This is an optimization exercise on Yosys and OpenROAD, whose aim is small area, a short achievable clock period and few clock cycles, not a production implementation.
The RTL was checked by simulation tests, not by an equivalence proof against the original design.

==> inputs of build 49 <==
// postfix_stack_evaluator_core
module postfix_stack_evaluator_core #(
  parameter int STACK_DEPTH = pse_pkg::STACK_DEPTH_DEF
) (
  input  logic                          clk,
  input  logic                          rst,
  input  logic                          s_tvalid,
  output logic                          s_tready,
  input  logic [pse_pkg::S_DATA_W-1:0]  s_tdata,    
  input  logic                          s_tlast,    
  output logic                          m_tvalid,
  input  logic                          m_tready,
  output logic [pse_pkg::M_DATA_W-1:0]  m_tdata,    
  output logic                          m_tlast     
);
  localparam int CW = $clog2(STACK_DEPTH + 1);
  localparam int AW = $clog2(STACK_DEPTH);
  localparam logic [31:0] SAT_MAX = 32'h7FFF_FFFF;
  localparam logic [31:0] SAT_MIN = 32'h8000_0000;
  typedef enum logic [2:0] {
    X_RUN,
    X_MUL,
    X_DNORM,
    X_DITER,
    X_DFIN
  } xstate_t;
  function automatic logic [1:0] lz2(input logic [1:0] v);
    lz2 = v[1] ? 2'd0 : (v[0] ? 2'd1 : 2'd2);
  endfunction
  function automatic logic [2:0] lz4(input logic [3:0] v);
    logic [1:0] h, l;
    h = lz2(v[3:2]);
    l = lz2(v[1:0]);
    lz4 = h[1] ? {l[1], ~l[1], l[0]} : {1'b0, h};
  endfunction
  function automatic logic [3:0] lz8(input logic [7:0] v);
    logic [2:0] h, l;
    h = lz4(v[7:4]);
    l = lz4(v[3:0]);
    lz8 = h[2] ? {l[2], ~l[2], l[1:0]} : {1'b0, h};
  endfunction
  function automatic logic [4:0] lz16(input logic [15:0] v);
    logic [3:0] h, l;
    h = lz8(v[15:8]);
    l = lz8(v[7:0]);
    lz16 = h[3] ? {l[3], ~l[3], l[2:0]} : {1'b0, h};
  endfunction
  function automatic logic [5:0] lz32(input logic [31:0] v);
    logic [4:0] h, l;
    h = lz16(v[31:16]);
    l = lz16(v[15:0]);
    lz32 = h[4] ? {l[4], ~l[4], l[3:0]} : {1'b0, h};
  endfunction
  function automatic logic [pse_pkg::STATUS_W-1:0] flag(input logic [pse_pkg::STATUS_W-1:0] cur,
                                                        input logic [pse_pkg::STATUS_W-1:0] code);
    flag = (cur == pse_pkg::ST_OK) ? code : cur;
  endfunction
  xstate_t                      xs;
  logic                         tv;
  logic [pse_pkg::CMD_W-1:0]    tcmd;
  logic [15:0]                  topnd;
  logic                         tlast;
  logic [31:0]                  tos;
  logic [31:0]                  nos;
  ...
export LEC_CHECK = 0
export CAP_MARGIN = 20
export CORE_MARGIN = 2
export CORE_UTILIZATION = 40
export SLEW_MARGIN = 20
export SYNTH_MEMORY_MAX_BITS = 8192
create_clock -name core_clock -period 7.0 [get_ports {clk}]
run.sh (not shown) runs the stock make flow with config.mk's settings and CLKGATE_MAP_FILE= SYNTH_SCRIPT=/design/flow/synth_recipe.tcl, a recipe that flattens the netlist after the stock synthesis.
==> inputs of build 64, as changes to build 49 <==
- ABC_CLOCK_PERIOD_IN_PS: unset -> 3500
- SETUP_SLACK_MARGIN: unset -> 3.0
==> comparison <==
Build 49 passed the timing, DRC and antenna checks. Build 64 produced a clean layout. Of build 49 and build 64, build 64 has the higher via count (gap 5.6%, measured against build 64). In build 49 the core utilization is lower than in build 64, by 3.2 points. Synthesized cell count is the same in build 49 and build 64. In synthesized area, build 49 and build 64 do not differ. Clock skew: build 64 is higher than build 49 (0.039 ns). Between build 49 and build 64, the lower non-clock buffer count is in build 49 (gap 838). Of build 64 and build 49, build 64 has the higher critical path depth (gap 2). Of build 64 and build 49, build 64 has the higher fmax (gap about 12%, measured against build 49).
==> figures <==
|  | build 64 | build 49 |
|---|---|---|
| Sequential cell area | 135000 µm² | 135000 µm² |
| Met1 track demand over resource | 0.345 | 0.323 |
| Stage delay of the slowest cell on the critical path | 0.44 ns | 0.54 ns |
| Max-Slew Margin vs Limit | 0.0756 | 0.166 |
| Transition at the pin with the smallest max-transition slack | 1.39 ns | 1.25 ns |
| Ratio of layout area to synthesized area | 1.206x | 1.126x |
| Clock latency on the worst-skew pair | 1.09 ns | 1.06 ns |
| #MultiIn Comb | 6177 | 6154 |
| Required time of the worst setup path | 7.80 ns | 7.71 ns |
| Worst R2R Start | d_r[9] | d_r[13] |
| Run status | finished clean | finished clean |
| Share of the final layout cell area in multi-input gates | 0.302 | 0.298 |
| Global-route track usage on met3 | 0.0520 | 0.0481 |
| Filler cell count in the final layout | 42500 | 44000 |
| Arrival time of the worst setup path | 6.55 ns | 7.14 ns |
| Number of design-rule violations left by the first detailed-router iteration | 16700 | 14800 |
| Multi-input combinational cell area | 76100 µm² | 70300 µm² |
| Clock buf/inv share | 0.0610 | 0.0628 |
| Layout Cells excl Fill | 20500 | 19600 |
Testbench counts of build 49, summed over its fixed seeds: cycles 22,515.
Testbench counts of build 64, summed over its fixed seeds: cycles 22,515.


==> inputs of run X <==
postfix_stack_evaluator_core, a different RTL version from the one above (not shown whole).
==> flow/config.mk <==
export PLATFORM = sky130hd
export DESIGN_NAME = postfix_stack_evaluator_core
export DESIGN_NICKNAME = postfix_stack_evaluator_core
export VERILOG_FILES = /design/flow/design.v
export SDC_FILE = /design/flow/constraint.sdc
export NUM_CORES = 4
export LEC_CHECK = 0
export CAP_MARGIN = 20
export CORE_MARGIN = 2
export CORE_UTILIZATION = 55
export CTS_BUF_LIST = sky130_fd_sc_hd__clkbuf_8
export SETUP_SLACK_MARGIN = 2.6
export SLEW_MARGIN = 20
export SYNTH_MEMORY_MAX_BITS = 8192
export TNS_END_PERCENT = 30
==> flow/constraint.sdc <==
create_clock -name core_clock -period 7.0 [get_ports {clk}]
set_input_delay 1.4000 -clock core_clock [delete_from_list [all_inputs] [get_ports {clk}]]
set_output_delay 1.4000 -clock core_clock [all_outputs]
set_load 0.01 [all_outputs]
==> inputs of run M, as changes to run X <==
--- a/flow/config.mk
+++ b/flow/config.mk
@@ -12,4 +12,3 @@
 export SETUP_SLACK_MARGIN = 2.6
 export SLEW_MARGIN = 20
 export SYNTH_MEMORY_MAX_BITS = 8192
-export TNS_END_PERCENT = 30
==> notes.md <==
Area after synthesis is the same in run X and run M. In synthesized cell count, run X and run M do not differ. Against run X, the final area of run M is higher by 0.29%. Run M went through all stages and came out clean. Run X finished but failed the layout checks on antenna violations. In die area, run M and run X do not differ. Of run M and run X, run X has the higher global-route usage (gap 0.25 points). Of run M and run X, run M has the higher final cell count (gap 0.25%, measured against run X).
==> figures <==
quantity	run X	run M
Run status	failed layout checks	timing/DRC/antenna clean
Layout check failures	antenna violations	-
Placed cells	19.14k	19.15k
Met3 Usage GRT	8.267%	6.579%
Final net count	15.95k	16.00k
Number of inserted diodes	43	48
1st-pass router iterations	7	9
Transition time at the pin with the least slew margin	1.189 ns	1.120 ns
Pin count of the biggest net entering global routing	143	111
Clock period minus worst slack	4.833 ns	4.740 ns
Testbench counts of run X, summed over its fixed seeds: cycles 19,624.
Testbench counts of run M, summed over its fixed seeds: cycles 19,624.

## static timing again, ports no longer ideal
Ports are ideal in the flow. The routed layouts listed here were re-timed in OpenROAD. Step 1 (the two cells are an assumption about what drives the block):
set clk [get_ports {clk}]
set_driving_cell -lib_cell sky130_fd_sc_hd__clkbuf_16 $clk
set_driving_cell -lib_cell sky130_fd_sc_hd__buf_2 [delete_from_list [all_inputs] $clk]
Step 2 times the ports against the registers' clock, not the clock port: input delays grow and output delays shrink by t, the midpoint of the rising clock arrivals with the driver on. Three values: ideal, step 1, step 2; two values: the first two.
| run | shift t [ns] | setup slack, ns | latest minus earliest clock arrival (ns) | slew at the worst register clock pin (ns) | worst data-port slew with drivers (ns) |
|---|---|---|---|---|---|
| build 49 | 1.129 | 0.568 / 0.568 / 0.568 | 0.088 / 0.088 | 0.07 / 0.07 | 0.12 |
| build 64 | 1.143 | 1.250 / 1.250 / 1.250 | 0.129 / 0.129 | 0.07 / 0.07 | 0.23 |
| run X | 1.317 | 2.167 / 2.167 / 1.454 | 0.128 / 0.128 | 0.07 / 0.07 | 0.06 |
| run M | 1.373 | 2.260 / 2.260 / 1.516 | 0.099 / 0.099 | 0.07 / 0.07 | 0.28 |
The setup slack of run M, which loses most, moves by 0.000 ns with the drivers and by -0.744 ns with both steps.
